What follows belongs to an exercise in optimizing a design on an open flow for small area and a short achievable clock period; a production flow would make more cautious choices.
Where RTL was checked, it was by simulation tests only, not by an equivalence proof against the original.
Function not checked in runs 2 and 4 to 6: the RTL went through the layout flow alone.
Power figures rest on the tool's default switching activity, not on a simulated workload.

**design/flow/config.mk**
```make
export PLATFORM = sky130hd
export DESIGN_NAME = bmp_filter
export DESIGN_NICKNAME = bmp_filter
export VERILOG_FILES = /design/flow/design.v
export SDC_FILE = /design/flow/constraint.sdc
export NUM_CORES = 4
export LEC_CHECK = 0
export ABC_CLOCK_PERIOD_IN_PS = 2500
export CAP_MARGIN = 20
export CORE_MARGIN = 2
export CORE_UTILIZATION = 40
export CTS_BUF_LIST = sky130_fd_sc_hd__clkbuf_4 sky130_fd_sc_hd__clkbuf_8
export SLEW_MARGIN = 20
```
**design/flow/constraint.sdc**
```tcl
create_clock -name core_clock -period 10.0 [get_ports {dut_if}]
set_input_delay 2.0000 -clock core_clock [delete_from_list [all_inputs] [get_ports {dut_if}]]
set_output_delay 2.0000 -clock core_clock [all_outputs]
set_load 0.01 [all_outputs]
```
**design/flow/design.v**
```verilog
package bmp_pkg;
  localparam int HEADER_WORDS = 14;
  localparam int GROUP_WORDS  = 3;
  localparam int SIZE_LO_WORD = 0;
  localparam int SIZE_HI_WORD = 1;
  typedef logic [31:0] word_t;
  typedef logic [23:0] pixel_t;
  typedef logic [1:0]  mode_t;
  typedef logic [31:0] count_t;
  localparam mode_t MODE_THRESHOLD  = 2'd1;
  localparam mode_t MODE_BRIGHTNESS = 2'd2;
  typedef logic [95:0] pixel_group_t;
endpackage
module bmp_filter
(
  input  logic       dut_if,
  input  logic       reset_ind,
  input  logic       in_valid,
  input  bmp_pkg::word_t      in_data,
  input  bmp_pkg::mode_t      mode,
  input  logic [7:0] proc_val,
  output logic       out_valid,
  output bmp_pkg::word_t      out_data,
  output logic       frame_done
);
  logic [4:0]  s;
  logic [29:0] cnt;       
  logic        lastf;     
  logic        thr;       
  logic        bri;       
  logic [9:0]  pv;        
  logic [31:0] h, t;
  logic        hv, tv;
  logic        h_pix, h_k0, h_k1, h_last;
  logic        t_pix, t_k0, t_k1, t_last;
  logic        cr;        
  logic        out_last;
  logic pix, s0, s1, s01, last;
  assign pix  = s[4];
  assign s0   = (s == 5'd0);
  assign s1   = (s == 5'd1);
  assign s01  = (s[4:1] == 4'd0);          
  assign last = lastf && !s01;
  always_ff @(posedge dut_if) begin
    if (in_valid && s0) begin
      thr <= (mode == bmp_pkg::MODE_THRESHOLD);
      bri <= (mode == bmp_pkg::MODE_BRIGHTNESS);
      pv  <= {2'b00, proc_val};
    end else if (in_valid && s1 && thr) begin
      pv  <= ~(10'({pv[7:0], 1'b0}) + 10'(pv[7:0]) + 10'd2);
    end
  end
  logic        dec;
  logic [29:0] cnt_dec;
  always_comb begin
    logic [5:0] bz;
    logic       z;
    bz[0] = 1'b1;
    for (int k = 1; k < 6; k++) bz[k] = bz[k-1] && (cnt[6*(k-1) +: 6] == 6'd0);
    for (int k = 0; k < 5; k++) begin
      z = bz[k];
      for (int i = 0; i < 6; i++) begin
        cnt_dec[6*k+i] = cnt[6*k+i] ^ (dec && z);
        z = z && !cnt[6*k+i];
      end
    end
  end
  always_ff @(posedge dut_if) begin
    dec <= in_valid && !s01;
    cnt[13:0]  <= s0 ? {in_data[7:0], in_data[15:10]} : cnt_dec[13:0];
    cnt[29:14] <= s1 ? {in_data[23:16], in_data[31:24]} : cnt_dec[29:14];
    if (in_valid) lastf <= !s01 && (cnt[29:3] == 27'd0) && (cnt[2:0] == {2'b10, dec});
    if (reset_ind) begin
      s <= 5'd0;
    end else if (in_valid) begin
      if (last)                    s <= 5'd0;
      else if (s == 5'd13)         s <= 5'b10000;
      else if (pix && s[1])        s <= 5'b10000;
      else                         s <= s + 5'd1;
    end
  end
  logic [1:0] n, held;
  logic       pop_now, pop_in, pop, h_ld, t_ld;
  assign n       = 2'(hv) + 2'(tv);
  assign held    = pix ? s[1:0] : 2'd0;
  assign pop_now = hv && (n > held);
  assign pop_in  = hv && pix && s[1];
  assign pop     = pop_now || (pop_in && in_valid);
  assign h_ld    = pop_now || !hv || (pop_in && in_valid);
  assign t_ld    = pop_now || !hv || !tv || (pop_in && in_valid);
  logic [7:0] b3, b2, b1, b0, k;
  logic [31:0] tin;
  logic       tp0, tp1, tp2;
  assign {b3, b2, b1, b0} = in_data;
  assign k   = pv[7:0];
  assign tp0 = thr && pix && s[1:0] == 2'd0;
  assign tp1 = thr && pix && s[0];
  assign tp2 = thr && pix && s[1];
  always_comb begin
    tin = in_data;
    if (tp0) tin = {b0, b2, b3 ^ b2 ^ b1, (b3 & b2) | (b3 & b1) | (b2 & b1)};
    if (tp1) tin = {b3 ^ b2 ^ k, (b3 & b2) | (b3 & k) | (b2 & k),
                    b1 ^ b0 ^ k, (b1 & b0) | (b1 & k) | (b0 & k)};
    if (tp2) tin[15:0] = {b2 ^ b1 ^ b0, (b2 & b1) | (b2 & b0) | (b1 & b0)};
  end
  always_ff @(posedge dut_if) begin
    if (h_ld) begin
      h <= t;
      {h_pix, h_k0, h_k1, h_last} <= {t_pix, t_k0, t_k1, t_last};
    end
    if (t_ld) begin
      t <= tin;
      {t_pix, t_k0, t_k1, t_last} <=
        {pix, pix && s[1:0] == 2'd0, pix && s[0], last};
    end
    if (reset_ind) begin
      hv <= 1'b0;
      tv <= 1'b0;
    end else begin
      if (h_ld) hv <= tv;
      if (t_ld) tv <= in_valid;
    end
  end
  function automatic logic ge1024(input logic [9:0] x, input logic [9:0] y,
                                  input logic [9:0] z);
    logic [9:0]  s1, c1;
    logic [10:0] tt;
    s1 = x ^ y ^ z;
    c1 = (x & y) | (x & z) | (y & z);
    tt = 11'(s1) + {c1, 1'b0};
    ge1024 = tt[10];
  endfunction
  logic [9:0] nl;
  logic [7:0] x3, xs, xc, z;
  logic       ub, ul;
  assign nl = pv;
  assign x3 = tv ? t[31:24] : 8'd0;
  assign xs = tv ? t[31:24] : nl[7:0];
  assign xc = tv ? t[23:16] : 8'd0;
  assign z  = h_k1 ? x3 : nl[7:0];
  assign ub = ge1024({nl[9:8], h[31:24]}, 10'(xs), {1'b0, xc, 1'b0});
  assign ul = ge1024({nl[9:8], h[15:8]}, {1'b0, h[7:0], 1'b0}, 10'(z));
  logic [7:0]  pe;
  logic [31:0] odata;
  assign pe = (bri && h_pix) ? pv[7:0] : 8'd0;
  always_comb begin
    for (int j = 0; j < 4; j++) begin
      logic [8:0] sum;
      sum = 9'(h[8*j +: 8]) + 9'(pe);
      if (sum[8] != pe[7]) odata[8*j +: 8] = {8{sum[8]}};
      else                 odata[8*j +: 8] = sum[7:0];
    end
    if (thr && h_pix)
      odata = {{8{h_k0 ? ul : cr}}, {8{h_k1 ? cr : ul}}, {8{ul}},
               {8{h_k0 ? ub : ul}}};
  end
  always_ff @(posedge dut_if) begin
    out_data <= odata;
    out_last <= h_last;
    if (pop) cr <= h_k0 ? ub : ul;
    if (reset_ind) begin
      out_valid  <= 1'b0;
      frame_done <= 1'b0;
    end else begin
      out_valid  <= pop;
      frame_done <= out_valid && out_last;
    end
  end
endmodule
```
**design/flow/flow/run.sh**
```bash
#!/bin/bash
# Standard ORFS layout with two changes: ports are buffered with the
# smallest buffer (the resizer still upsizes where timing needs it), and
# repair_timing aims for 7 ns of setup slack, so that the achieved period
# is pushed well below the 10 ns clock.
set -euo pipefail
bash standard.sh 'BUFFER_PORTS_ARGS=-buffer_cell sky130_fd_sc_hd__buf_1' SETUP_SLACK_MARGIN=7 finish > standard_flow.log 2>&1
```
**design/flow/standard.sh**
```bash
#!/bin/bash
# synth_recipe.tcl (not shown) runs the flow's synth.tcl, then flattens the netlist and writes it again
# the make line also repeats each setting of config.mk as NAME=value (left out here)
make -C /OpenROAD-flow-scripts/flow DESIGN_CONFIG=/design/flow/config.mk WORK_HOME=/design/flow/orfs CLKGATE_MAP_FILE= SYNTH_SCRIPT=/design/flow/synth_recipe.tcl "${@:-finish}"
```
==> results.py, run 1 <==
metrics = {
    "final_layout": {
        "fin_nets": 1212,
        "areaGrowthSynthToFinish_pct": 15.78,
        "insertedDiodeCount": 0,
        "drive_gt1_share_pct": 14.18,
    },
    "worst_setup_path": {
        "critPathMaxFanout": 8,
        "critPathMaxStageDelay_ns": 0.53,
        "critPathBufInv": 3,
        "cp-start-kind": "flip-flop",
        "worst_ep_arrival_time_ns": 3.29,
        "slowest_stage": "fa_1",
        "critPathTopFamily": "compound AO/OA/AOI/OAI gates",
        "worstSetupEndpointType": "flip-flop",
        "path_class": "reg -> reg",
        "required_ns": 10.35,
        "path_cells": "buf_6 -> nor2b_4 -> a31oi_2 -> fa_1 -> inv_2 -> ha_4 -> a21o_1 -> a221o_1 -> a21oi_4 -> nand2_1 -> o211ai_1 -> buf_4 -> o21ai_1",
    },
    "synthesis": {
        "ys_warn_count": 1,
        "synth_seq_cells": 159,
        "syn_area_per_cell_um2": 10.19,
        "synth_fp_nets": 1118,
        "synthCells": 951,
        "ys_dominant_reg_cell": "edfxtp_1",
        "netlist_area_um2": 9687,
        "seq_area_frac_synth_pct": 41.54,
        "ys_types": 55,
        "ys_async_sr_fraction_pct": 0,
        "synth_enable_flop_cells": 84,
    },
    "grt": {
        "grt_pass1_vias": 6820,
        "grt_max_degree": 57,
        "grt-ovfl-total": 0,
        "grt_pass1_wl_mm": 36.75,
        "grt_use_met2_pct": 30.38,
        "top_usage_layer": "met2",
        "antenna_found_initial": 0,
        "met1_usage_pct": 25.39,
        "met3_usage_pct": 3.766,
        "grt_util_all_layers_pct": 18.60,
    },
    "die": {
        "dieArea_um2": 25480,
        "start_util_pct": 41.02,
        "pin_count": 79,
        "die_x_um": 159.6,
        "core-area_um2": 23610,
        "die-height_um": 159.6,
        "rows": 56,
    },
    "clock_tree": {
        "clkTransAtPathRegs_ns": 0.10,
        "htree_levels": 4,
        "clockBufferDepth": 2,
        "numCtsBuffers": 17,
        "cts-root-buf": "clkbuf_8",
        "cts_sinks": 159,
        "clk_latency_ns": 0.48,
        "cts_tree": "done",
    },
    "placed_design": {
        "routabilityCongestion": 0.8645,
        "hpwl_mm": 17.06,
        "io_buffer_count": 78,
        "pre_cts_ws_ns": 6.463,
    },
    "job": {
        "cap_violations": 0,
    },
    "route": {
        "drt_iter0_markers": 431,
        "vias_per_cell": 5.161,
        "drc": 0,
        "drt_wl_total_mm": 23.27,
        "dr.pass1.iters": 5,
        "vias": 7107,
        "wl_per_cell_um": 16.90,
        "ant_nets": 0,
    },
    "sta": {
        "slew_headroom_pct": 28.91,
        "drv_slew": 0,
        "final-setup-viol-count": 0,
        "setup_tns_ns": 0,
        "worst_slack_ns": 7.061,
        "tightestPinTransition_ns": 1.066,
        "fin_crit_ns": 2.939,
        "whs_ns": 0.3499,
        "rsz0062_at_grt": "true",
        "clock_skew_ns": 0.01474,
        "fin_crit_sh_pct": 29.39,
        "max_freq_mhz": 340.3,
        "hold_viol": 0,
    },
    "power": {
        "power_density_nw_per_um2": 185.2,
        "p_total_mw": 2.077,
        "peakVddDrop_mv": 0.08147,
        "p_leak_nw": 4.734,
    },
    "outcome": {
        "outcome": "complete, no violations",
    },
    "worst_hold_path": {
        "hold_class": "reg -> reg",
    },
}
==> path summary, 6_finish.rpt <==
path / end / cells after the start / from / slack (ns)
hold / removal: out_last / 0 / h_last / 0.35
setup / recovery: out_data[24] / 13 / h_k1 / 7.06
hold reg to reg: out_last / 0 / h_last / 0.35
setup reg to reg: out_data[24] / 13 / h_k1 / 7.06
==> through the flow <==
step / instance area, um2 / instances / util, %
2_1_floorplan: 9753 / 951 / -
3_3_place_gp: 10320 / 1319 / 43.71
6_report: 11220 / 1377 / 47.50
3_5_place_dp: 10320 / 1319 / 43.71
4_1_cts: 10950 / 1369 / 46.39
5_1_grt: 11220 / 1377 / 47.50
==> synth_stat cells (all sizes together) (2+ instances only) <==
cell type  count  share of area (%)
a211o          3               0.27
a211oi         8               0.62
a21o          11               0.85
a21oi         55                2.8
a221oi         2               0.18
a311o          7               0.72
a31oi          6               0.39
and2          10               0.65
and3           9               0.58
buf            6               0.31
clkbuf        28                1.1
dfxtp         75                 15
edfxtp        84                 26
fa            51                 11
ha            71                9.2
inv           54                2.1
maj3           4               0.41
mux2          10                1.2
mux2i         29                3.0
nand2         95                3.7
nand2b         4               0.26
nand3         18               0.93
nand3b         2               0.15
nor2          76                2.9
nor2b         12               0.77
nor3          14               0.72
nor4           7               0.45
o211ai         4               0.31
o21a          12               0.93
o21ai        102                5.4
o21bai         3               0.23
o31a           3               0.27
o31ai          3               0.23
o41ai          2               0.18
or2            3               0.19
or3           10               0.71
or4            4               0.39
xnor2         25                2.3
xor2          19                1.7
==> routing by layer <==
layer,wire length (um),part of all wire (%)
met5,0,0
met1,10880,47
met4,350,1.5
met3,1050,4.5
met2,10990,47
==> state kept, by name, summed over array words and instances, names as in the netlist, 5 cells and up <==
register / cells
h: 32
out_data: 32
t: 32
cnt: 30
pv: 10
s: 5
==> where the power goes <==
part	switching, mW	internal [mW]	total [mW]	leakage (nW)
Combinational	0.368	0.315	0.683	3.00
Sequential	0.0690	0.793	0.862	1.51
Clock	0.273	0.260	0.533	0.224
==> final cells by class <==
cell class	count	area, um2
Fill cell	2238	12400
Multi-Input combinational cell	703	5560
Sequential cell	159	4029
Timing Repair Buffer	109	585.6
Tap cell	319	399.1
Clock buffer	18	241.5
Inverter	55	207.7
Clock inverter	14	192.7
==> placed cells by master (no fill, tap or decap), types with 4 or more instances in the layout <==
master	n
a211oi_1	7
a21o_1	11
a21oi_1	52
a311o_1	7
and2_1	10
and3_1	7
buf_1	53
buf_2	5
buf_4	26
clkbuf_2	22
clkbuf_8	17
dfxtp_1	73
edfxtp_1	84
fa_1	50
ha_1	69
inv_1	52
inv_6	4
inv_8	4
maj3_1	4
mux2_2	10
mux2i_1	29
nand2_1	90
nand2b_1	4
nand3_1	16
nor2_1	76
nor2b_1	11
nor3_1	13
nor4_1	7
o211ai_1	4
o21a_1	12
o21ai_0	73
o21ai_1	17
o21ai_2	12
or3_1	8
xnor2_1	25
xor2_1	19
==> repair_timing <==
action | CTS | global route
setup endpoints to repair | 37 | 52
pin swaps | 0 | 11
gates resized for setup | 16 | 76
cloned | 0 | 1
buffers inserted | 18 | 7
hold buffers | 0 | 0
==> logic make-up (layout without fill, tap and decap cells) <==
group	after synthesis	count (layout)	synth area share (%)
AND/OR/NAND/NOR	267	267	12.68
AO/OA/AOI/OAI	227	227	13.99
flip-flops	159	159	41.54
adder cells (fa/ha/maj)	126	126	20.12
buffers and inverters	89	196	3.526
XOR/XNOR	44	44	3.978
multiplexers	39	39	4.159
==> run 2: changes to the inputs <==
--- a/design/flow/design.v
+++ b/design/flow/design.v
@@ -99,8 +99,10 @@
   always_comb begin
     tin = in_data;
-    if (tp0) tin = {b0, b2, b3 ^ b2 ^ b1, (b3 & b2) | (b3 & b1) | (b2 & b1)};
+    if (tp0) tin = {last ? b0 ^ k : b0, last ? b0 & k : 8'd0,
+                    b3 ^ b2 ^ b1, (b3 & b2) | (b3 & b1) | (b2 & b1)};
     if (tp1) tin = {b3 ^ b2 ^ k, (b3 & b2) | (b3 & k) | (b2 & k),
                     b1 ^ b0 ^ k, (b1 & b0) | (b1 & k) | (b0 & k)};
     if (tp2) tin[15:0] = {b2 ^ b1 ^ b0, (b2 & b1) | (b2 & b0) | (b1 & b0)};
+    if (!in_valid) tin[31:16] = 16'd0;
   end
   always_ff @(posedge dut_if) begin
@@ -132,13 +134,8 @@
   endfunction
   logic [9:0] nl;
-  logic [7:0] x3, xs, xc, z;
   logic       ub, ul;
   assign nl = pv;
-  assign x3 = tv ? t[31:24] : 8'd0;
-  assign xs = tv ? t[31:24] : nl[7:0];
-  assign xc = tv ? t[23:16] : 8'd0;
-  assign z  = h_k1 ? x3 : nl[7:0];
-  assign ub = ge1024({nl[9:8], h[31:24]}, 10'(xs), {1'b0, xc, 1'b0});
-  assign ul = ge1024({nl[9:8], h[15:8]}, {1'b0, h[7:0], 1'b0}, 10'(z));
+  assign ub = ge1024({nl[9:8], h[31:24]}, 10'(t[31:24]), {1'b0, h[23:16] | t[23:16], 1'b0});
+  assign ul = ge1024({nl[9:8], h[15:8]}, {1'b0, h[7:0], 1'b0}, 10'(h_k1 ? t[31:24] : nl[7:0]));
   logic [7:0]  pe;
   logic [31:0] odata;
==> results.py, run 2 <==
metrics = {
    "die": {
        "die_x_um": 162.8,
        "pin_count": 79,
        "rows": 58,
        "start_util_pct": 40.38,
        "core-area_um2": 24960,
        "die-height_um": 162.8,
        "dieArea_um2": 26490,
    },
    "clock_tree": {
        "numCtsBuffers": 17,
        "cts_sinks": 159,
        "cts_tree": "done",
        "clkTransAtPathRegs_ns": 0.09,
        "clk_latency_ns": 0.46,
        "cts-root-buf": "clkbuf_8",
        "htree_levels": 4,
        "cts-hold-fix-buffers": 0,
        "clockBufferDepth": 2,
    },
    "synthesis": {
        "ys_warn_count": 1,
        "synth_enable_flop_cells": 84,
        "ys_async_sr_fraction_pct": 0,
        "synth_fp_nets": 1200,
        "seq_area_frac_synth_pct": 39.92,
        "yosys.area.top_type_share_pct": 25.02,
        "yosys-top-cells-count": "nand2_1 (107), o21ai_0 (86), edfxtp_1 (84)",
        "synthTopCellsByArea": "edfxtp_1 (25%), dfxtp_1 (15%), fa_1 (10%)",
        "yosysTopAreaCell": "edfxtp_1",
        "netlist_area_um2": 10080,
        "yosysMostFrequentCell": "nand2_1",
        "ys_dominant_reg_cell": "edfxtp_1",
        "ys_types": 65,
        "synth_seq_cells": 159,
        "syn_area_per_cell_um2": 9.835,
        "synthCells": 1025,
    },
    "grt": {
        "grt-ovfl-total": 0,
        "grt_pass1_vias": 7547,
        "antenna_found_initial": 0,
        "grt_util_all_layers_pct": 19.96,
        "grt_max_degree": 49,
        "grt_pass1_wl_mm": 40.81,
    },
    "final_layout": {
        "insertedDiodeCount": 0,
        "final_cell_mix": "nand2_1 (104), edfxtp_1 (84), a21oi_1 (81)",
        "areaGrowthSynthToFinish_pct": 14.46,
        "fin_nets": 1293,
        "fillers": 2374,
        "multi_input_area_um2": 5852,
        "layout_commonest_cell": "nand2_1",
        "drive_gt1_share_pct": 11.85,
        "top_regs": "h: 32 flops, out_data: 32 flops, t: 32 flops",
        "seqCellArea_um2": 4025,
    },
    "power": {
        "swShare_pct": 33.65,
        "seqPwrFrac_pct": 42.6,
        "pwr-share-comb_pct": 32.0,
        "clockPowerShare_pct": 25.4,
        "p_switching_mw": 0.6815,
        "p_total_mw": 2.026,
        "peakVddDrop_mv": 0.08664,
        "power_density_nw_per_um2": 175.6,
        "p_leak_nw": 4.723,
        "power.internal_mw": 1.344,
    },
    "worst_hold_path": {
        "hold_class": "reg -> reg",
        "min_path_cells": 0,
    },
    "route": {
        "dr.pass1.iters": 4,
        "vias_per_cell": 5.312,
        "wl_per_cell_um": 17.51,
        "ant_nets": 0,
        "drt_iter0_markers": 418,
        "drc": 0,
        "vias": 7761,
        "drt_wl_total_mm": 25.58,
    },
    "sta": {
        "fin_crit_sh_pct": 29.68,
        "rsz0062_at_grt": "true",
        "tightestPinTransition_ns": 0.9360,
        "slew_headroom_pct": 37.60,
        "clock_skew_ns": 0.01678,
        "fin_crit_ns": 2.968,
        "final-setup-viol-count": 0,
        "hold_viol": 0,
        "max_freq_mhz": 336.9,
        "drv_slew": 0,
        "setup_tns_ns": 0,
    },
    "worst_setup_path": {
        "required_ns": 10.17,
        "critPathMaxFanout": 6,
        "path_class": "in -> reg",
        "reg2regPathDepth": 12,
        "worstSetupEndpointType": "flip-flop",
        "worst_ep_arrival_time_ns": 3.14,
        "cp-start-kind": "primary input",
    },
    "outcome": {
        "outcome": "complete, no violations",
    },
    "placed_design": {
        "routabilityCongestion": 0.8614,
        "hpwl_mm": 19.12,
        "io_buffer_count": 78,
    },
    "job": {
        "cap_violations": 0,
    },
}
## run 2: cells by family (layout without fill, tap and decap cells)
| group | after synthesis | after routing | share of synthesized area, % |
|---|---|---|---|
| AOI/OAI and AO/OA | 265 | 265 | 15.43 |
| xor gates and xnor gates | 43 | 43 | 3.736 |
| adders and majority gates | 138 | 138 | 20.73 |
| buffers and inverters | 103 | 208 | 3.935 |
| DFF | 159 | 159 | 39.92 |
| muxes | 17 | 17 | 1.750 |
| and+or+nand+nor | 300 | 301 | 14.51 |
## run 2: layer usage
metal | track usage [%] | routed length (um)
met2 | 32.67 | 12120
met1 | 27.10 | 11650
met5 | 0 | 0
met3 | 3.616 | 1253
met4 | 5.873 | 557
## run 2: worst paths after layout
check / from / slack (ns) / endpoint
max reg2reg: h_k1 / 7.11 / out_data[11]
min: h_last / 0.37 / out_last
max: in_data[0] / 7.03 / t[24]
min reg2reg: h_last / 0.37 / out_last
## run 2: power groups by stage
stage          logic (mW)  registers, mW  clock network, mW
2_1_floorplan       0.403          0.878                  0
3_3_place_gp        0.540          0.907                  0
3_5_place_dp        0.553          0.909                  0
4_1_cts             0.594          0.878              0.529
5_1_grt             0.739          0.873              0.553
6_report            0.648          0.863              0.515
## run 2: per-stage QoR
step	hold WS, ns	instances	worst slack [ns]	cell area, um2	utilization (%)
5_1_grt	0.3894	1461	6.962	11540	46.22
2_1_floorplan	0.3233	1025	6.993	10120	-
3_3_place_gp	0.3447	1399	6.469	10710	42.90
3_5_place_dp	0.3443	1399	6.340	10710	42.90
6_report	0.3657	1461	7.032	11540	46.22
4_1_cts	0.3715	1445	6.984	11290	45.22
## run 2: final cells by class
class	instances	area share [%]
Timing Repair Buffer	113	5.107
Clock inverter	12	1.355
Sequential cell	159	34.88
Tap cell	330	3.578
Inverter	63	2.082
Clock buffer	20	2.277
Multi-Input combinational cell	764	50.72
## run 2: critical path: stages
cell,delay (ns)
buf_1,0.32
ha_1,0.31
mux2i_1,0.15
nor2_1,0.06
a21oi_1,0.17
o21ai_0,0.13
## run 2: repair_timing
item	4_1_cts	5_1_grt
buffers inserted	14	14
pin swaps	1	9
gates cloned	0	1
setup endpoints to repair	34	78
resized for setup	12	42
==> run 3: changes to the inputs <==
--- a/design/flow/design.v
+++ b/design/flow/design.v
@@ -99,10 +99,8 @@
   always_comb begin
     tin = in_data;
-    if (tp0) tin = {last ? b0 ^ k : b0, last ? b0 & k : 8'd0,
-                    b3 ^ b2 ^ b1, (b3 & b2) | (b3 & b1) | (b2 & b1)};
+    if (tp0) tin = {b0, b2, b3 ^ b2 ^ b1, (b3 & b2) | (b3 & b1) | (b2 & b1)};
     if (tp1) tin = {b3 ^ b2 ^ k, (b3 & b2) | (b3 & k) | (b2 & k),
                     b1 ^ b0 ^ k, (b1 & b0) | (b1 & k) | (b0 & k)};
     if (tp2) tin[15:0] = {b2 ^ b1 ^ b0, (b2 & b1) | (b2 & b0) | (b1 & b0)};
-    if (!in_valid) tin[31:16] = 16'd0;
   end
   always_ff @(posedge dut_if) begin
@@ -134,8 +132,13 @@
   endfunction
   logic [9:0] nl;
+  logic [7:0] x3, xs, xc, z;
   logic       ub, ul;
   assign nl = pv;
-  assign ub = ge1024({nl[9:8], h[31:24]}, 10'(t[31:24]), {1'b0, h[23:16] | t[23:16], 1'b0});
-  assign ul = ge1024({nl[9:8], h[15:8]}, {1'b0, h[7:0], 1'b0}, 10'(h_k1 ? t[31:24] : nl[7:0]));
+  assign x3 = tv ? t[31:24] : 8'd0;
+  assign xs = tv ? t[31:24] : nl[7:0];
+  assign xc = tv ? t[23:16] : 8'd0;
+  assign z  = h_k1 ? x3 : nl[7:0];
+  assign ub = ge1024({nl[9:8], h[31:24]}, 10'(xs), {1'b0, xc, 1'b0});
+  assign ul = ge1024({nl[9:8], h[15:8]}, {1'b0, h[7:0], 1'b0}, 10'(z));
   logic [7:0]  pe;
   logic [31:0] odata;
==> design/flow/flow/run.sh (replaced) <==
#!/bin/bash
# Standard ORFS layout with three changes: ports are buffered with the
# smallest buffer (the resizer still upsizes where timing needs it), clock
# tree synthesis adds no dummy loads, and repair_timing aims for 7 ns of
# setup slack, so that the achieved period is pushed well below the 10 ns
# clock.
set -euo pipefail
bash standard.sh 'BUFFER_PORTS_ARGS=-buffer_cell sky130_fd_sc_hd__buf_1' \
  'CTS_ARGS=-sink_clustering_enable -repair_clock_nets -dont_use_dummy_load -buf_list {sky130_fd_sc_hd__clkbuf_4 sky130_fd_sc_hd__clkbuf_8}' \
  SETUP_SLACK_MARGIN=7 finish > standard_flow.log 2>&1
--- a/design/flow/config.mk
+++ b/design/flow/config.mk
@@ -10,4 +10,3 @@
 export CORE_MARGIN = 2
 export CORE_UTILIZATION = 40
-export CTS_BUF_LIST = sky130_fd_sc_hd__clkbuf_4 sky130_fd_sc_hd__clkbuf_8
 export SLEW_MARGIN = 20
==> results.py, run 3 <==
metrics = {
    "grt": {
        "grt_use_met2_pct": 30.05,
        "met1_usage_pct": 25.32,
        "grt-ovfl-total": 0,
        "grt_max_degree": 57,
        "top_usage_layer": "met2",
        "grt_pass1_wl_mm": 36.51,
        "antenna_found_initial": 0,
        "met3_usage_pct": 3.532,
        "grt_util_all_layers_pct": 18.45,
        "grt_pass1_vias": 6767,
    },
    "worst_setup_path": {
        "cp-start-kind": "primary input",
        "required_ns": 10.05,
        "worstReg2RegStart": "h_k1",
        "worstSetupEndpointType": "flip-flop",
        "critPathLaunch": "in_valid",
        "critPathTopFamily": "simple AND/OR/NAND/NOR gates",
        "critPathMaxFanout": 18,
        "path_class": "in -> reg",
        "reg2regPathDepth": 13,
        "critPathMaxStageDelay_ns": 0.48,
        "path_cells": "buf_1 -> buf_4 -> a31oi_4 -> nand3_2",
        "slowest_stage": "nand3_2",
        "timing.rr.end": "out_data[24]",
        "rrSetupSlack_ns": 7.04,
        "worst_ep_arrival_time_ns": 3.06,
        "critPathBufInv": 2,
    },
    "final_layout": {
        "final_cells": 1363,
        "insertedDiodeCount": 0,
        "final_cell_mix": "nand2_1 (90), edfxtp_1 (84), nor2_1 (74), dfxtp_1 (74), o21ai_0 (70)",
        "layout_commonest_cell": "nand2_1",
        "areaGrowthSynthToFinish_pct": 13.88,
        "fin_nets": 1213,
        "top_regs": "h: 32 flops, out_data: 32 flops, t: 32 flops",
        "drive_gt1_share_pct": 12.93,
    },
    "sta": {
        "fin_crit_ns": 3.011,
        "rsz0062_at_grt": "true",
        "tightestPinTransition_ns": 1.061,
        "drv_slew": 0,
        "hold_viol": 0,
        "slew_headroom_pct": 29.26,
        "fin_crit_sh_pct": 30.11,
        "max_freq_mhz": 332.2,
        "setup_tns_ns": 0,
        "final-setup-viol-count": 0,
        "clock_skew_ns": 0.03480,
    },
    "synthesis": {
        "yosysTopAreaCell": "edfxtp_1",
        "seq_area_frac_synth_pct": 41.54,
        "synthXorXnorAreaFrac_pct": 3.978,
        "synthCells": 951,
        "synth-compound-area-share_pct": 13.99,
        "ys_warn_count": 1,
        "synthTopCellsByArea": "edfxtp_1 (26%), dfxtp_1 (15%), fa_1 (11%)",
        "synth_enable_flop_cells": 84,
        "yosysMostFrequentCell": "o21ai_0",
        "ys_dominant_reg_cell": "edfxtp_1",
        "netlist_area_um2": 9687,
        "synth_top_family_by_area": "adder cells",
        "ys_async_sr_fraction_pct": 0,
        "yosys.area_share.simple_pct": 12.68,
        "yosys.area_share.adder_pct": 20.12,
        "yosys.area.top_type_share_pct": 26.04,
        "synthMuxAreaShare_pct": 4.159,
        "ys_types": 55,
        "synth_seq_cells": 159,
        "synth_fp_nets": 1118,
        "syn_area_per_cell_um2": 10.19,
        "yosys-top-cells-count": "o21ai_0 (97), nand2_1 (95), edfxtp_1 (84)",
    },
    "worst_hold_path": {
        "min_path_cells": 0,
        "hold_class": "reg -> reg",
        "holdPathEnd": "out_last",
        "hp-start": "h_last",
    },
    "power": {
        "peakVddDrop_mv": 0.07953,
        "p_leak_nw": 4.610,
        "power_density_nw_per_um2": 173.4,
    },
    "route": {
        "drt_iter0_markers": 371,
        "wl_per_cell_um": 17.22,
        "ant_nets": 0,
        "drc": 0,
        "dr.pass1.iters": 4,
        "drt_wl_total_mm": 23.48,
        "vias": 7100,
        "vias_per_cell": 5.209,
    },
    "clock_tree": {
        "clockBufferDepth": 2,
        "cts-hold-fix-buffers": 0,
        "cts_tree": "done",
        "htree_levels": 4,
        "numCtsBuffers": 17,
        "cts_sinks": 159,
        "cts-root-buf": "clkbuf_8",
        "clkTransAtPathRegs_ns": 0.10,
        "clk_latency_ns": 0.46,
    },
    "placed_design": {
        "routabilityCongestion": 0.8645,
        "placed_cells": 1319,
        "io_buffer_count": 78,
        "hpwl_mm": 17.06,
    },
    "die": {
        "die_x_um": 159.6,
        "rows": 56,
        "die-height_um": 159.6,
        "start_util_pct": 41.02,
        "dieArea_um2": 25480,
        "pin_count": 79,
        "core-area_um2": 23610,
    },
    "job": {
        "cap_violations": 0,
    },
    "outcome": {
        "outcome": "complete, no violations",
    },
}
run 3: cells by family after synthesis:
family,count (synthesis)
adders and majority gates,126
AOI/OAI and AO/OA,227
muxes,39
and+or+nand+nor,267
xor gates and xnor gates,44
buffers and inverters,89
DFF,159
run 3: timing repair:
item | in CTS | in global routing
setup endpoints to repair | 39 | 47
pin swaps | 2 | 12
buffers inserted | 18 | 7
resized for setup | 24 | 69
cloned | 0 | 2
run 3: worst max-delay path by stage:
stage	endpoint	slack [ns]	depth (start not counted)
after floorplan	t[0]	6.92	3
after global placement	t[10]	6.47	6
after detailed placement	pv[1]	6.46	5
after CTS	t[9]	7.00	6
after global routing	out_data[24]	6.92	13
final	t[31]	6.99	4
run 3: per-layer routing:
layer	up-vias	part of all wire, %
met5	-	0
met4	0	1.6
met3	18	4.1
met2	153	47
met1	3393	47
li1	3536	-
run 3: area by class of cell:
class | count | area, um2
clock buffer | 17 | 234.0
inverter | 55 | 207.7
sequential | 159 | 4028
multi-input combinational | 704 | 5577
timing repair buffer | 109 | 586.8
tap | 319 | 399.1
fill | 2266 | 12580
run 3: through the flow:
step           utilization, %  setup WS [ns]  cell area, um2  hold WS (ns)  power (mW)
5_1_grt                 46.72          6.916           11030        0.3662       2.056
6_report                46.72          6.989           11030        0.3502       1.913
3_3_place_gp            43.71          6.471           10320        0.3261       1.465
4_1_cts                 45.61          7.000           10770        0.3574       1.875
3_5_place_dp            43.71          6.463           10320        0.3334       1.475
2_1_floorplan               -          6.916            9753        0.3233       1.294
run 3: power by group:
group	switching (mW)	total (mW)	internal [mW]
clock network	0.211	0.361	0.150
logic	0.374	0.691	0.317
registers	0.0688	0.862	0.793
total	0.653	1.91	1.26
run 3: worst reg2reg max path: stages (launching register included):
cell and delay, ns:
edfxtp_1 0.41, buf_6 0.16, nor2b_4 0.11, a31oi_2 0.05
fa_1 0.53, inv_2 0.05, ha_4 0.21, a21o_1 0.15
a221o_1 0.40, a21oi_4 0.27, nand2_1 0.09, o211ai_1 0.09
buf_4 0.22, o21ai_1 0.08
==> run 4: changes to the inputs <==
--- a/design/flow/design.v
+++ b/design/flow/design.v
@@ -89,22 +89,38 @@
   assign h_ld    = pop_now || !hv || (pop_in && in_valid);
   assign t_ld    = pop_now || !hv || !tv || (pop_in && in_valid);
-  logic [7:0] b3, b2, b1, b0, k;
+  function automatic logic ge1024(input logic [10:0] x, input logic [10:0] y,
+                                  input logic [10:0] z);
+    logic [10:0] s1, c1;
+    logic [11:0] tt;
+    s1 = x ^ y ^ z;
+    c1 = (x & y) | (x & z) | (y & z);
+    tt = 12'(s1) + {c1, 1'b0};
+    ge1024 = tt[10];
+  endfunction
+  logic [9:0] nl;
+  assign nl = pv;
+  logic [7:0]  t3, t2, t1, t0;
+  logic [10:0] tv11;
+  logic        tq, t_thr;
+  logic [31:0] hin;
+  assign {t3, t2, t1, t0} = t;
+  always_comb begin
+    logic [7:0]  m, qs, qc, vs, vc;
+    m    = t_k0 ? t3 : t0;
+    qs   = t2 ^ t1 ^ nl[7:0];
+    qc   = (t2 & t1) | (t2 & nl[7:0]) | (t1 & nl[7:0]);
+    tq   = ge1024({1'b0, nl[9:8], qs}, {2'b00, qc, 1'b0}, 11'(m));
+    m    = t_k1 ? t1 : 8'd0;
+    vs   = t0 ^ m ^ nl[7:0];
+    vc   = (t0 & m) | (t0 & nl[7:0]) | (m & nl[7:0]);
+    tv11 = {1'b0, nl[9:8], vs} + {2'b00, vc, 1'b0};
+  end
+  assign t_thr = thr && t_pix;
+  assign hin   = t_thr ? {t[31:12], tq, tv11} : t;
   logic [31:0] tin;
-  logic       tp0, tp1, tp2;
-  assign {b3, b2, b1, b0} = in_data;
-  assign k   = pv[7:0];
-  assign tp0 = thr && pix && s[1:0] == 2'd0;
-  assign tp1 = thr && pix && s[0];
-  assign tp2 = thr && pix && s[1];
-  always_comb begin
-    tin = in_data;
-    if (tp0) tin = {b0, b2, b3 ^ b2 ^ b1, (b3 & b2) | (b3 & b1) | (b2 & b1)};
-    if (tp1) tin = {b3 ^ b2 ^ k, (b3 & b2) | (b3 & k) | (b2 & k),
-                    b1 ^ b0 ^ k, (b1 & b0) | (b1 & k) | (b0 & k)};
-    if (tp2) tin[15:0] = {b2 ^ b1 ^ b0, (b2 & b1) | (b2 & b0) | (b1 & b0)};
-  end
+  assign tin = {in_valid ? in_data[31:16] : 16'd0, in_data[15:0]};
   always_ff @(posedge dut_if) begin
     if (h_ld) begin
-      h <= t;
+      h <= hin;
       {h_pix, h_k0, h_k1, h_last} <= {t_pix, t_k0, t_k1, t_last};
     end
@@ -122,23 +138,8 @@
     end
   end
-  function automatic logic ge1024(input logic [9:0] x, input logic [9:0] y,
-                                  input logic [9:0] z);
-    logic [9:0]  s1, c1;
-    logic [10:0] tt;
-    s1 = x ^ y ^ z;
-    c1 = (x & y) | (x & z) | (y & z);
-    tt = 11'(s1) + {c1, 1'b0};
-    ge1024 = tt[10];
-  endfunction
-  logic [9:0] nl;
-  logic [7:0] x3, xs, xc, z;
-  logic       ub, ul;
-  assign nl = pv;
-  assign x3 = tv ? t[31:24] : 8'd0;
-  assign xs = tv ? t[31:24] : nl[7:0];
-  assign xc = tv ? t[23:16] : 8'd0;
-  assign z  = h_k1 ? x3 : nl[7:0];
-  assign ub = ge1024({nl[9:8], h[31:24]}, 10'(xs), {1'b0, xc, 1'b0});
-  assign ul = ge1024({nl[9:8], h[15:8]}, {1'b0, h[7:0], 1'b0}, 10'(z));
+  logic ub, ul, hq;
+  assign hq = h[11];
+  assign ub = ge1024(h[10:0], 11'(t[31:24]), 11'(t[23:16]));
+  assign ul = ge1024(h[10:0], 11'(t[31:24]), 11'd0);
   logic [7:0]  pe;
   logic [31:0] odata;
@@ -152,6 +153,6 @@
     end
     if (thr && h_pix)
-      odata = {{8{h_k0 ? ul : cr}}, {8{h_k1 ? cr : ul}}, {8{ul}},
-               {8{h_k0 ? ub : ul}}};
+      odata = {{8{h_k0 ? hq : cr}}, {8{h_k1 ? cr : hq}}, {8{h_k1 ? ul : hq}},
+               {8{h_k0 ? ub : (h_k1 ? ul : hq)}}};
   end
   always_ff @(posedge dut_if) begin
==> design/flow/flow/run.sh (replaced) <==
#!/bin/bash
# Standard ORFS layout with two changes: ports are buffered with the
# smallest buffer (the resizer still upsizes where timing needs it), and
# repair_timing aims for 7 ns of setup slack, so that the achieved period
# is pushed well below the 10 ns clock.
set -euo pipefail
bash standard.sh 'BUFFER_PORTS_ARGS=-buffer_cell sky130_fd_sc_hd__buf_1' SETUP_SLACK_MARGIN=7 finish > standard_flow.log 2>&1
--- a/design/flow/config.mk
+++ b/design/flow/config.mk
@@ -10,3 +10,4 @@
 export CORE_MARGIN = 2
 export CORE_UTILIZATION = 40
+export CTS_BUF_LIST = sky130_fd_sc_hd__clkbuf_4 sky130_fd_sc_hd__clkbuf_8
 export SLEW_MARGIN = 20
==> results.py, run 4 <==
metrics = {
    "final_layout": {
        "insertedDiodeCount": 0,
        "seqCellArea_um2": 4024,
        "top_regs": "h: 32 flops, out_data: 32 flops, t: 32 flops",
        "fillers": 2371,
        "multi_input_area_um2": 5388,
        "layout_commonest_cell": "inv_1",
        "final_cell_mix": "inv_1 (93), ha_1 (91), edfxtp_1 (84)",
        "drive_gt1_share_pct": 8.177,
        "fin_nets": 1223,
        "areaGrowthSynthToFinish_pct": 12.90,
    },
    "worst_setup_path": {
        "worstSetupEndpointType": "flip-flop",
        "critPathMaxStageDelay_ns": 0.48,
        "critPathMaxFanout": 3,
        "required_ns": 10.23,
        "critPathBufInv": 1,
        "worst_ep_arrival_time_ns": 3.21,
        "slowest_stage": "edfxtp_1",
        "reg2regPathDepth": 11,
        "path_class": "reg -> reg",
        "critPathLaunch": "t[8]",
        "critPathTopFamily": "compound AO/OA/AOI/OAI gates",
        "path_cells": "and2_1 -> fa_1 -> ha_1 -> inv_1 -> fa_2 -> nor2b_1 -> o21a_1 -> o21a_1 -> o21a_1 -> o21a_1 -> o31ai_1",
        "cp-start-kind": "flip-flop",
        "worstReg2RegStart": "t[8]",
        "cp.depth": 11,
        "crit_top_cell": "o21a_1",
    },
    "worst_hold_path": {
        "min_path_cells": 0,
        "hold_class": "reg -> reg",
        "hp-start": "h_last",
    },
    "clock_tree": {
        "clockBufferDepth": 2,
        "cts-root-buf": "clkbuf_8",
        "numCtsBuffers": 17,
        "cts_tree": "done",
        "clkTransAtPathRegs_ns": 0.09,
        "clk_latency_ns": 0.47,
        "htree_levels": 4,
        "cts_sinks": 159,
        "cts-hold-fix-buffers": 0,
    },
    "sta": {
        "setup_tns_ns": 0,
        "drv_slew": 0,
        "fin_crit_ns": 2.980,
        "worst_slack_ns": 7.020,
        "final-setup-viol-count": 0,
        "max_freq_mhz": 335.6,
        "rsz0062_at_grt": "true",
        "clock_skew_ns": 0.01921,
        "hold_viol": 0,
        "slew_headroom_pct": 46.36,
        "tightestPinTransition_ns": 0.8026,
        "fin_crit_sh_pct": 29.80,
    },
    "route": {
        "vias": 7093,
        "ant_nets": 0,
        "vias_per_cell": 5.110,
        "drt_wl_total_mm": 22.98,
        "dr.pass1.iters": 5,
        "drc": 0,
        "drt_iter0_markers": 468,
        "wl_per_cell_um": 16.56,
    },
    "synthesis": {
        "yosysMostFrequentCell": "inv_1",
        "seq_area_frac_synth_pct": 41.36,
        "synth_top_family_by_area": "adder cells",
        "synthMuxAreaShare_pct": 1.196,
        "yosys.area_share.adder_pct": 20.14,
        "ys_warn_count": 1,
        "yosysTopAreaCell": "edfxtp_1",
        "synthTopCellsByArea": "edfxtp_1 (26%), dfxtp_1 (15%), ha_1 (12%)",
        "ys_async_sr_fraction_pct": 0,
        "synthCells": 959,
        "synth_fp_nets": 1131,
        "ys_dominant_reg_cell": "edfxtp_1",
        "ys_types": 67,
        "synth_seq_cells": 159,
        "synth_enable_flop_cells": 84,
        "synthXorXnorAreaFrac_pct": 4.862,
        "syn_area_per_cell_um2": 10.14,
        "yosys.area_share.simple_pct": 13.30,
        "yosys.area.top_type_share_pct": 25.93,
        "netlist_area_um2": 9728,
        "yosys-top-cells-count": "inv_1 (93), ha_1 (91), edfxtp_1 (84)",
        "synth-compound-area-share_pct": 14.57,
    },
    "grt": {
        "grt_pass1_wl_mm": 36.18,
        "grt_max_degree": 38,
        "grt_util_all_layers_pct": 18.33,
        "grt-ovfl-total": 0,
        "antenna_found_initial": 0,
        "grt_pass1_vias": 6753,
    },
    "die": {
        "die_x_um": 160.0,
        "pin_count": 79,
        "rows": 57,
        "dieArea_um2": 25580,
        "core-area_um2": 24110,
        "die-height_um": 160.0,
        "start_util_pct": 40.36,
    },
    "placed_design": {
        "io_buffer_count": 78,
        "hpwl_mm": 17.29,
        "routabilityCongestion": 0.8770,
        "pre_cts_ws_ns": 6.513,
    },
    "job": {
        "cap_violations": 0,
    },
    "power": {
        "p_leak_nw": 4.712,
        "power_density_nw_per_um2": 180.4,
        "peakVddDrop_mv": 0.08234,
    },
    "outcome": {
        "outcome": "complete, no violations",
    },
}
[run 4: cell count changes after synthesis, moves of 16 or more]
cell / delta
mux2i_1: -23
nand2_1: -16
inv_1: +39
o21ai_0: -33
ha_1: +20
nor2_1: -30
[run 4: what timing repair did]
item / CTS / global route
endpoints found under the setup margin: 31 / 73
buffers inserted: 5 / 10
gates resized for setup: 6 / 17
pin swaps: 0 / 9
cloned: 0 / 1
hold endpoints to repair: 0 / 0
[run 4: kinds of logic (layout without fill, tap and decap cells)]
group	after synthesis	count (layout)
buffers and inverters	118	222
xor gates and xnor gates	54	54
muxes	11	11
DFF	159	159
and+or+nand+nor	250	251
AOI/OAI and AO/OA	230	230
adders and majority gates	137	137
[run 4: report_power, final]
group          total (mW)  switching (mW)  internal (mW)  leakage [nW]
Combinational       0.643           0.359          0.284          2.98
Clock               0.463           0.255          0.208         0.197
Sequential          0.876          0.0867          0.789          1.54
[run 4: routing by layer]
| metal | up-vias | GRT usage [%] | part of all wire [%] |
|---|---|---|---|
| li1 | 3585 | - | - |
| met1 | 3335 | 24.61 | 47 |
| met2 | 144 | 29.69 | 46 |
| met3 | 29 | 3.429 | 4.0 |
| met4 | 0 | 6.634 | 2.4 |
| met5 | - | 0 | 0 |
[run 4: cell type report]
cell class	count	area share, %
Multi-Input combinational cell	683	49.05
Sequential cell	159	36.64
Timing Repair Buffer	96	3.942
Tap cell	324	3.691
Inverter	94	3.224
Clock buffer	22	2.757
Clock inverter	10	0.6949
[run 4: worst paths after layout]
kind         slack, ns  endpoint
max reg2reg       7.02      h[7]
min reg2reg       0.37  out_last
min               0.37  out_last
max               7.02      h[7]
[run 4: stage by stage]
stage | cell area, um2 | utilization (%) | hold slack, ns | total power, mW | cells
final | 10980 | 45.56 | 0.3677 | 1.982 | 1388
after global routing | 10980 | 45.56 | 0.3779 | 2.126 | 1388
after CTS | 10830 | 44.93 | 0.3659 | 1.975 | 1377
after detailed placement | 10390 | 43.11 | 0.3447 | 1.506 | 1340
after global placement | 10390 | 43.11 | 0.3529 | 1.488 | 1340
after floorplan | 9784 | - | 0.3233 | 1.329 | 959
==> run 5: changes to the inputs <==
--- a/design/flow/config.mk
+++ b/design/flow/config.mk
@@ -10,4 +10,6 @@
 export CORE_MARGIN = 2
 export CORE_UTILIZATION = 40
-export CTS_BUF_LIST = sky130_fd_sc_hd__clkbuf_4 sky130_fd_sc_hd__clkbuf_8
+export CTS_BUF_LIST = sky130_fd_sc_hd__clkbuf_8 sky130_fd_sc_hd__clkbuf_16
+export CTS_CLUSTER_DIAMETER = 150
+export CTS_CLUSTER_SIZE = 40
 export SLEW_MARGIN = 20
==> results.py, run 5 <==
metrics = {
    "outcome": {
        "outcome": "complete, no violations",
    },
    "clock_tree": {
        "cts_tree": "done",
        "cts_sinks": 159,
        "clk_latency_ns": 0.43,
        "htree_levels": 4,
        "numCtsBuffers": 17,
        "clkTransAtPathRegs_ns": 0.07,
        "cts-root-buf": "clkbuf_16",
        "clockBufferDepth": 2,
        "cts-hold-fix-buffers": 0,
    },
    "grt": {
        "grt_max_degree": 38,
        "grt_pass1_wl_mm": 36.41,
        "grt_pass1_vias": 6770,
        "grt-ovfl-total": 0,
        "top_usage_layer": "met2",
        "grt_util_all_layers_pct": 18.40,
        "antenna_found_initial": 0,
        "met1_usage_pct": 24.78,
        "met3_usage_pct": 3.039,
        "grt_use_met2_pct": 30.26,
    },
    "job": {
        "cap_violations": 0,
    },
    "sta": {
        "setup_tns_ns": 0,
        "max_freq_mhz": 338.3,
        "clock_skew_ns": 0.02025,
        "hold_viol": 0,
        "fin_crit_ns": 2.956,
        "drv_slew": 0,
        "tightestPinTransition_ns": 0.7988,
        "rsz0062_at_grt": "true",
        "final-setup-viol-count": 0,
        "slew_headroom_pct": 46.62,
        "fin_crit_sh_pct": 29.56,
    },
    "die": {
        "core-area_um2": 24110,
        "die-height_um": 160.0,
        "start_util_pct": 40.36,
        "die_x_um": 160.0,
        "rows": 57,
        "dieArea_um2": 25580,
        "pin_count": 79,
    },
    "final_layout": {
        "fin_nets": 1225,
        "final_area_um2": 11200,
        "layout_commonest_cell": "inv_1",
        "post-route-util_pct": 46.45,
        "insertedDiodeCount": 0,
        "final_cell_mix": "inv_1 (92), ha_1 (91), edfxtp_1 (84)",
        "drive_gt1_share_pct": 8.443,
        "areaGrowthSynthToFinish_pct": 15.11,
        "top_regs": "h: 32 flops, out_data: 32 flops, t: 32 flops",
    },
    "route": {
        "drt_iter0_markers": 427,
        "wl_per_cell_um": 16.44,
        "dr.pass1.iters": 7,
        "vias": 7084,
        "drc": 0,
        "drt_wl_total_mm": 22.85,
        "vias_per_cell": 5.096,
        "ant_nets": 0,
    },
    "power": {
        "p_total_mw": 2.149,
        "p_leak_nw": 4.798,
        "power.internal_mw": 1.429,
        "clockPowerShare_pct": 29.2,
        "pwr-share-comb_pct": 30.0,
        "peakVddDrop_mv": 0.1115,
        "p_switching_mw": 0.7196,
        "power_density_nw_per_um2": 191.9,
        "seqPwrFrac_pct": 40.8,
        "swShare_pct": 33.49,
    },
    "worst_setup_path": {
        "worst_ep_arrival_time_ns": 3.25,
        "required_ns": 10.29,
        "path_class": "reg -> reg",
        "worstReg2RegStart": "t_k1",
        "cp-start-kind": "flip-flop",
        "timing.rr.end": "h[9]",
        "reg2regPathDepth": 13,
        "worstSetupEndpointType": "flip-flop",
        "rrSetupSlack_ns": 7.04,
        "critPathMaxFanout": 3,
    },
    "worst_hold_path": {
        "holdPathEnd": "out_last",
        "hold_class": "reg -> reg",
        "min_path_cells": 0,
        "hp-start": "h_last",
    },
    "synthesis": {
        "synth_fp_nets": 1131,
        "synth_seq_cells": 159,
        "synthTopCellsByArea": "edfxtp_1 (26%), dfxtp_1 (15%), ha_1 (12%)",
        "ys_dominant_reg_cell": "edfxtp_1",
        "ys_warn_count": 1,
        "synth_enable_flop_cells": 84,
        "netlist_area_um2": 9728,
        "synthCells": 959,
        "syn_area_per_cell_um2": 10.14,
        "yosysMostFrequentCell": "inv_1",
        "seq_area_frac_synth_pct": 41.36,
        "yosys.area.top_type_share_pct": 25.93,
        "yosysTopAreaCell": "edfxtp_1",
        "ys_types": 67,
        "ys_async_sr_fraction_pct": 0,
        "yosys-top-cells-count": "inv_1 (93), ha_1 (91), edfxtp_1 (84)",
    },
    "placed_design": {
        "io_buffer_count": 78,
        "placed_cell_area_um2": 10390,
        "routabilityCongestion": 0.8770,
        "hpwl_mm": 17.29,
    },
}
## run 5: cell types whose count changed in the layout (fill, tap and decap cells not counted), sizes merged
cell	change
buf	+3
clkbuf	-1
## run 5: worst max path at each step
stage | to | from | cells past startpoint
2_1_floorplan | t[0] | in_valid | 3
3_3_place_gp | t[9] | in_valid | 4
3_5_place_dp | t[1] | in_valid | 4
4_1_cts | h[9] | pv[1] | 12
5_1_grt | h[9] | t_k1 | 13
6_report | h[9] | t_k1 | 13
## run 5: final cells by class
cell class / count / area [um2]
well taps: 324 / 405.4
fillers: 2335 / 12910
clock buffers: 22 / 494.2
flip-flops and latches: 159 / 4024
multi-input cells: 683 / 5401
clock inverters: 10 / 76.32
inverters: 94 / 354.1
repair buffers: 98 / 442.9
## run 5: layer usage
layer  part of all wire (%)  vias up
met4                    2.3        0
li1                       -     3595
met3                    3.4       30
met2                     47      152
met1                     48     3307
met5                      0        -
## run 5: power groups by stage
stage,sequential (mW),clock (mW),combinational (mW)
6_report,0.877,0.627,0.645
5_1_grt,0.890,0.667,0.737
4_1_cts,0.880,0.641,0.622
3_5_place_dp,0.895,0,0.611
3_3_place_gp,0.894,0,0.594
2_1_floorplan,0.873,0,0.456
## run 5: kinds of logic (layout without fill, tap and decap cells)
family / Yosys count / in the layout / share of synthesized area (%)
buffers and inverters: 118 / 224 / 4.566
and+or+nand+nor: 250 / 251 / 13.30
muxes: 11 / 11 / 1.196
DFF: 159 / 159 / 41.36
xor gates and xnor gates: 54 / 54 / 4.862
AOI/OAI and AO/OA: 230 / 230 / 14.57
adders and majority gates: 137 / 137 / 20.14
## run 5: stage by stage
stage,cells,hold slack (ns),setup slack [ns]
floorplan,959,0.3233,6.896
global placement,1340,0.3529,6.554
detailed placement,1340,0.3447,6.513
CTS,1379,0.3597,6.969
global route,1390,0.3667,6.881
finish,1390,0.3603,7.044
## run 5: repair_timing
action                     4_1_cts  5_1_grt
hold endpoints to repair         0        0
cloned                           1        0
resized for setup                5       20
setup endpoints to repair       65       40
setup buffers                    6       11
pin swaps                        1        8
## run 5: worst max-delay path: stages, from the launching register on
cell       delay, ns
edfxtp_1        0.39
buf_4           0.16
nand2_1         0.07
fa_1            0.41
inv_1           0.06
ha_1            0.18
inv_1           0.07
fa_2            0.35
nor2b_1         0.13
o21a_1          0.15
o21a_1          0.18
o211ai_1        0.14
a2111oi_2       0.39
nand3b_1        0.17
==> run 6: changes to the inputs <==
--- a/design/flow/config.mk
+++ b/design/flow/config.mk
@@ -9,7 +9,5 @@
 export CAP_MARGIN = 20
 export CORE_MARGIN = 2
-export CORE_UTILIZATION = 40
-export CTS_BUF_LIST = sky130_fd_sc_hd__clkbuf_8 sky130_fd_sc_hd__clkbuf_16
-export CTS_CLUSTER_DIAMETER = 150
-export CTS_CLUSTER_SIZE = 40
+export CORE_UTILIZATION = 55
+export CTS_BUF_LIST = sky130_fd_sc_hd__clkbuf_4 sky130_fd_sc_hd__clkbuf_8
 export SLEW_MARGIN = 20
==> results.py, run 6 <==
metrics = {
    "outcome": {
        "outcome": "complete, no violations",
    },
    "clock_tree": {
        "clockBufferDepth": 2,
        "htree_levels": 4,
        "clkTransAtPathRegs_ns": 0.09,
        "cts_sinks": 159,
        "numCtsBuffers": 17,
        "cts-root-buf": "clkbuf_8",
        "cts-hold-fix-buffers": 0,
        "clk_latency_ns": 0.46,
        "cts_tree": "done",
    },
    "worst_setup_path": {
        "worst_ep_arrival_time_ns": 3.34,
        "critPathMaxStageDelay_ns": 0.53,
        "path_cells": "nand2_1 -> fa_1 -> inv_1 -> ha_4 -> inv_2 -> fa_2 -> nor2b_1 -> o21a_1 -> o21a_1 -> o211ai_1 -> a2111oi_2 -> nand3b_1",
        "cp-start-kind": "flip-flop",
        "crit_top_cell": "o21a_1",
        "reg2regPathDepth": 12,
        "worstReg2RegStart": "t_k1",
        "timing.rr.end": "h[9]",
        "critPathBufInv": 2,
        "required_ns": 10.31,
        "critPathMaxFanout": 4,
        "path_class": "reg -> reg",
        "critPathTopFamily": "adder cells",
        "worstSetupEndpointType": "flip-flop",
        "rrSetupSlack_ns": 6.96,
        "slowest_stage": "edfxtp_1",
    },
    "grt": {
        "grt_pass1_vias": 6676,
        "grt_util_all_layers_pct": 24.33,
        "grt_max_degree": 38,
        "grt-ovfl-total": 0,
        "grt_pass1_wl_mm": 34.47,
        "antenna_found_initial": 0,
    },
    "worst_hold_path": {
        "hp-start": "h_last",
        "min_path_cells": 0,
        "holdPathEnd": "out_last",
        "hold_class": "reg -> reg",
    },
    "sta": {
        "fin_crit_ns": 3.036,
        "hold_viol": 0,
        "clock_skew_ns": 0.01280,
        "slew_headroom_pct": 45.72,
        "final-setup-viol-count": 0,
        "drv_slew": 0,
        "tightestPinTransition_ns": 0.8142,
        "max_freq_mhz": 329.4,
        "fin_crit_sh_pct": 30.36,
        "worst_slack_ns": 6.964,
        "setup_tns_ns": 0,
        "whs_ns": 0.3522,
        "rsz0062_at_grt": "true",
    },
    "placed_design": {
        "pre_cts_ws_ns": 6.529,
        "io_buffer_count": 78,
        "routabilityCongestion": 0.8692,
        "hpwl_mm": 16.75,
    },
    "power": {
        "pwr-share-comb_pct": 32.1,
        "power.internal_mw": 1.319,
        "clockPowerShare_pct": 24.3,
        "seqPwrFrac_pct": 43.6,
        "p_switching_mw": 0.6865,
        "peakVddDrop_mv": 0.1006,
        "p_leak_nw": 4.737,
        "power_density_nw_per_um2": 182.8,
        "swShare_pct": 34.23,
        "p_total_mw": 2.006,
    },
    "route": {
        "wl_per_cell_um": 17.05,
        "vias": 7182,
        "drt_iter0_markers": 477,
        "dr.pass1.iters": 5,
        "vias_per_cell": 5.546,
        "drc": 0,
        "ant_nets": 0,
        "drt_wl_total_mm": 22.09,
    },
    "synthesis": {
        "ys_types": 67,
        "synth_fp_nets": 1131,
        "synthCells": 959,
        "yosysTopAreaCell": "edfxtp_1",
        "yosys-top-cells-count": "inv_1 (93), ha_1 (91), edfxtp_1 (84)",
        "synthTopCellsByArea": "edfxtp_1 (26%), dfxtp_1 (15%), ha_1 (12%)",
        "netlist_area_um2": 9728,
        "ys_warn_count": 1,
        "synth_enable_flop_cells": 84,
        "syn_area_per_cell_um2": 10.14,
        "synth_seq_cells": 159,
        "yosys.area.top_type_share_pct": 25.93,
        "seq_area_frac_synth_pct": 41.36,
        "ys_dominant_reg_cell": "edfxtp_1",
        "yosysMostFrequentCell": "inv_1",
        "ys_async_sr_fraction_pct": 0,
    },
    "final_layout": {
        "final_cell_mix": "inv_1 (91), ha_1 (89), edfxtp_1 (84)",
        "drive_gt1_share_pct": 9.346,
        "fillers": 1487,
        "fin_nets": 1229,
        "top_regs": "h: 32 flops, out_data: 32 flops, t: 32 flops",
        "insertedDiodeCount": 0,
        "layout_commonest_cell": "inv_1",
        "areaGrowthSynthToFinish_pct": 12.76,
    },
    "die": {
        "rows": 48,
        "die_x_um": 137.0,
        "die-height_um": 137.0,
        "start_util_pct": 56.24,
        "dieArea_um2": 18770,
        "pin_count": 79,
        "core-area_um2": 17300,
    },
    "job": {
        "cap_violations": 0,
    },
}
run 6: worst reg2reg max path, stage by stage (launching register included):
cell	delay (ns)
edfxtp_1	0.53
nand2_1	0.14
fa_1	0.42
inv_1	0.11
ha_4	0.15
inv_2	0.03
fa_2	0.36
nor2b_1	0.12
o21a_1	0.14
o21a_1	0.19
o211ai_1	0.15
a2111oi_2	0.36
nand3b_1	0.19
run 6: repair_timing:
action                                  4_1_cts  5_1_grt
endpoints found under the setup margin       19       71
pin swaps                                     0       18
cloned                                        0        1
buffers inserted                              5       15
resized for setup                             4       30
run 6: area by class of cell:
cell class / count / area (um2) / share of cell area [%]
sequential: 159 / 4024 / 36.68
clock inverter: 12 / 133.9 / 1.220
timing repair buffer: 102 / 481.7 / 4.391
clock buffer: 20 / 269.0 / 2.452
multi-input combinational: 683 / 5426 / 49.47
inverter: 94 / 352.8 / 3.217
tap: 225 / 281.5 / 2.566
run 6: power groups by stage:
| stage | sequential [mW] | combinational (mW) | clock, mW |
|---|---|---|---|
| after floorplan | 0.873 | 0.456 | 0 |
| after global placement | 0.888 | 0.595 | 0 |
| after detailed placement | 0.889 | 0.605 | 0 |
| after CTS | 0.875 | 0.612 | 0.494 |
| after global routing | 0.888 | 0.736 | 0.517 |
| final | 0.875 | 0.644 | 0.486 |
run 6: metrics by stage:
step	std cells	cell area [um2]	util, %
6_report	1295	10970	63.42
3_3_place_gp	1242	10280	59.41
3_5_place_dp	1242	10280	59.41
2_1_floorplan	959	9784	-
4_1_cts	1279	10730	62.06
5_1_grt	1295	10970	63.42
run 6: cells by family after synthesis:
kind of cell,share of synthesized area [%]
simple gates,13.30
compound gates,14.57
flops,41.36
fa+ha+maj,20.14
buf+inv,4.566
xor+xnor,4.862
mux,1.196
run 6: worst max path at each step:
| stage | start | end | slack (ns) | depth (start not counted) |
|---|---|---|---|---|
| after detailed placement | in_valid | t[2] | 6.53 | 4 |
| after global placement | in_valid | t[2] | 6.53 | 4 |
| after global routing | t_k1 | h[9] | 6.88 | 12 |
| after CTS | pv[2] | h[8] | 6.92 | 10 |
| after floorplan | in_valid | t[0] | 6.90 | 3 |
| final | t_k1 | h[9] | 6.96 | 12 |
run 6: routing by layer:
layer	wire, um	up-vias	GRT usage, %	share of wire [%]
met4	661	0	9.336	3.0
li1	-	3598	-	-
met2	10230	202	38.72	46
met3	959	39	4.296	4.3
met5	0	-	0	0
met1	10230	3343	33.16	46
==> run 7: changes to the inputs <==
--- a/design/flow/design.v
+++ b/design/flow/design.v
@@ -108,7 +108,7 @@
     logic [7:0]  m, qs, qc, vs, vc;
     m    = t_k0 ? t3 : t0;
-    qs   = t2 ^ t1 ^ nl[7:0];
-    qc   = (t2 & t1) | (t2 & nl[7:0]) | (t1 & nl[7:0]);
-    tq   = ge1024({1'b0, nl[9:8], qs}, {2'b00, qc, 1'b0}, 11'(m));
+    qs   = t2 ^ t1 ^ m;
+    qc   = (t2 & t1) | (t2 & m) | (t1 & m);
+    tq   = ge1024(11'(qs), {2'b00, qc, 1'b0}, 11'(nl));
     m    = t_k1 ? t1 : 8'd0;
     vs   = t0 ^ m ^ nl[7:0];
--- a/design/flow/config.mk
+++ b/design/flow/config.mk
@@ -9,5 +9,5 @@
 export CAP_MARGIN = 20
 export CORE_MARGIN = 2
-export CORE_UTILIZATION = 55
+export CORE_UTILIZATION = 40
 export CTS_BUF_LIST = sky130_fd_sc_hd__clkbuf_4 sky130_fd_sc_hd__clkbuf_8
 export SLEW_MARGIN = 20
==> results.py, run 7 <==
metrics = {
    "placed_design": {
        "placed_cells": 1292,
        "io_buffer_count": 78,
        "placed_cell_area_um2": 10080,
        "hpwl_mm": 16.45,
        "pre_cts_ws_ns": 6.353,
        "routabilityCongestion": 0.8592,
    },
    "sta": {
        "rsz0062_at_grt": "true",
        "clock_skew_ns": 0.01460,
        "setup_tns_ns": 0,
        "tightestPinTransition_ns": 0.6929,
        "final-setup-viol-count": 0,
        "hold_viol": 0,
        "fin_crit_sh_pct": 30.09,
        "max_freq_mhz": 332.3,
        "whs_ns": 0.3620,
        "worst_slack_ns": 6.991,
        "fin_crit_ns": 3.009,
        "drv_slew": 0,
        "slew_headroom_pct": 53.69,
    },
    "final_layout": {
        "multi_input_area_um2": 5160,
        "seqCellArea_um2": 4025,
        "final_area_um2": 10850,
        "post-route-util_pct": 46.64,
        "fillers": 2260,
        "final_cells": 1352,
        "drive_gt1_share_pct": 11.13,
        "layout_commonest_cell": "ha_1",
        "areaGrowthSynthToFinish_pct": 15.17,
        "top_regs": "h: 32 flops, out_data: 32 flops, t: 32 flops",
        "final_cell_mix": "ha_1 (90), edfxtp_1 (84), inv_1 (80)",
        "insertedDiodeCount": 0,
        "fin_nets": 1192,
    },
    "power": {
        "p_leak_nw": 4.655,
        "power_density_nw_per_um2": 191.8,
        "p_total_mw": 2.081,
        "peakVddDrop_mv": 0.09380,
    },
    "worst_hold_path": {
        "hold_class": "reg -> reg",
    },
    "route": {
        "ant_nets": 0,
        "vias_per_cell": 5.024,
        "drc": 0,
        "vias": 6792,
        "drt_wl_total_mm": 21.94,
        "drt_iter0_markers": 396,
        "wl_per_cell_um": 16.22,
        "dr.pass1.iters": 5,
    },
    "job": {
        "cap_violations": 0,
    },
    "synthesis": {
        "synth_enable_flop_cells": 84,
        "synth_seq_cells": 159,
        "yosysMostFrequentCell": "ha_1",
        "seq_area_frac_synth_pct": 42.71,
        "yosysTopAreaCell": "edfxtp_1",
        "yosys.area.top_type_share_pct": 26.78,
        "synthTopCellsByArea": "edfxtp_1 (27%), dfxtp_1 (16%), ha_1 (12%)",
        "netlist_area_um2": 9420,
        "syn_area_per_cell_um2": 10.34,
        "synth_fp_nets": 1083,
        "ys_async_sr_fraction_pct": 0,
        "ys_warn_count": 1,
        "ys_dominant_reg_cell": "edfxtp_1",
        "ys_types": 62,
        "yosys-top-cells-count": "ha_1 (91), edfxtp_1 (84), inv_1 (84)",
        "synthCells": 911,
    },
    "die": {
        "pin_count": 79,
        "dieArea_um2": 24790,
        "core-area_um2": 23260,
        "die_x_um": 157.5,
        "die-height_um": 157.5,
        "start_util_pct": 40.50,
        "rows": 56,
    },
    "clock_tree": {
        "cts_tree": "done",
        "htree_levels": 4,
        "cts-hold-fix-buffers": 0,
        "clk_latency_ns": 0.46,
        "cts-root-buf": "clkbuf_8",
        "clockBufferDepth": 2,
        "numCtsBuffers": 17,
        "clkTransAtPathRegs_ns": 0.10,
        "cts_sinks": 159,
    },
    "worst_setup_path": {
        "path_class": "reg -> reg",
        "slowest_stage": "edfxtp_1",
        "required_ns": 10.21,
        "worst_ep_arrival_time_ns": 3.22,
        "critPathMaxStageDelay_ns": 0.50,
        "cp-start-kind": "flip-flop",
        "worstSetupEndpointType": "flip-flop",
        "path_cells": "buf_6 -> buf_4 -> nand2_1 -> o21ai_0 -> fa_1 -> inv_1 -> fa_1 -> inv_1 -> ha_1 -> a211oi_1 -> nand2_1 -> a31oi_1 -> a21oi_1",
        "critPathMaxFanout": 5,
    },
    "grt": {
        "grt_pass1_wl_mm": 34.41,
        "grt_util_all_layers_pct": 18.30,
        "grt-ovfl-total": 0,
        "grt_pass1_vias": 6520,
        "grt_max_degree": 38,
        "antenna_found_initial": 0,
    },
    "outcome": {
        "outcome": "complete, no violations",
    },
}
## run 7: worst paths after layout
kind              startpoint       end  slack [ns]  cells after the start
setup / recovery        t_k0     h[11]        6.99                     13
hold / removal        h_last  out_last        0.36                      0
setup reg to reg        t_k0     h[11]        6.99                     13
hold reg to reg       h_last  out_last        0.36                      0
## run 7: power by group
part	internal (mW)	switching (mW)
logic	0.310	0.365
registers	0.797	0.0884
clock network	0.258	0.262
total	1.37	0.715
## run 7: routing by layer
layer	vias to the layer above	track usage, %	wire [um]
met5	-	0	0
li1	3425	-	-
met4	0	6.147	503
met3	34	3.442	1034
met2	163	30.59	10370
met1	3170	23.88	10030
## run 7: repair_timing
action,4_1_cts,5_1_grt
setup buffers,16,11
pin swaps,2,14
gates resized for setup,14,33
gates cloned,0,1
setup endpoints to repair,43,79
## run 7: logic make-up (layout without fill, tap and decap cells)
group / after synthesis / count (layout) / share of synthesized area, %
muxes: 10 / 10 / 1.169
DFF: 159 / 159 / 42.71
AOI/OAI and AO/OA: 223 / 223 / 14.28
adders and majority gates: 131 / 131 / 20.16
xor gates and xnor gates: 57 / 57 / 5.300
and+or+nand+nor: 228 / 229 / 12.11
buffers and inverters: 103 / 224 / 4.263
## run 7: cell type report
type | instances | area share [%]
multi-input combinational | 650 | 47.56
sequential | 159 | 37.10
timing repair buffer | 107 | 4.775
tap | 319 | 3.679
inverter | 85 | 2.941
clock buffer | 18 | 2.283
clock inverter | 14 | 1.661
## run 7: critical path, delay by kind of cell, from the launching register on
family	cells	cell delay (ns)
fa+ha+maj	3	1.17
simple gates	2	0.11
buf+inv	4	0.40
compound gates	4	0.58
flops	1	0.50

## re-timing with driven ports
How much do the figures lean on ideal ports? The routed layouts below were timed once more, with nothing changed but the port constraints. Step 1 assumes that a clkbuf_16 drives the clock port and a buf_2 every other input. Step 2, shift: input delay + t, output delay - t, t = (earliest + latest rising clock arrival at the registers) / 2. This alone moves slack from input paths to output paths. Three values: no drivers, after step 1, after step 2; two values: the first two.
| run | t (ns) | setup slack, ns | latest minus earliest clock arrival (ns) | cell pins on the clock port's net |
|---|---|---|---|---|
| run 1 | 0.510 | 7.061 / 7.028 / 6.582 | 0.023 / 0.023 | 1 |
| run 2 | 0.489 | 7.032 / 7.030 / 6.550 | 0.017 / 0.017 | 1 |
| run 3 | 0.486 | 6.989 / 7.009 / 6.523 | 0.035 / 0.035 | 1 |
| run 4 | 0.506 | 7.020 / 7.020 / 6.582 | 0.020 / 0.019 | 1 |
| run 5 | 0.472 | 7.044 / 7.044 / 6.619 | 0.020 / 0.020 | 1 |
| run 6 | 0.497 | 6.964 / 6.964 / 6.619 | 0.013 / 0.014 | 1 |
| run 7 | 0.489 | 6.991 / 6.991 / 6.612 | 0.015 / 0.015 | 1 |
After both steps every run listed still meets setup and hold. The setup slack of run 2, which loses most, moves by -0.002 ns with the drivers and by -0.482 ns with both steps.
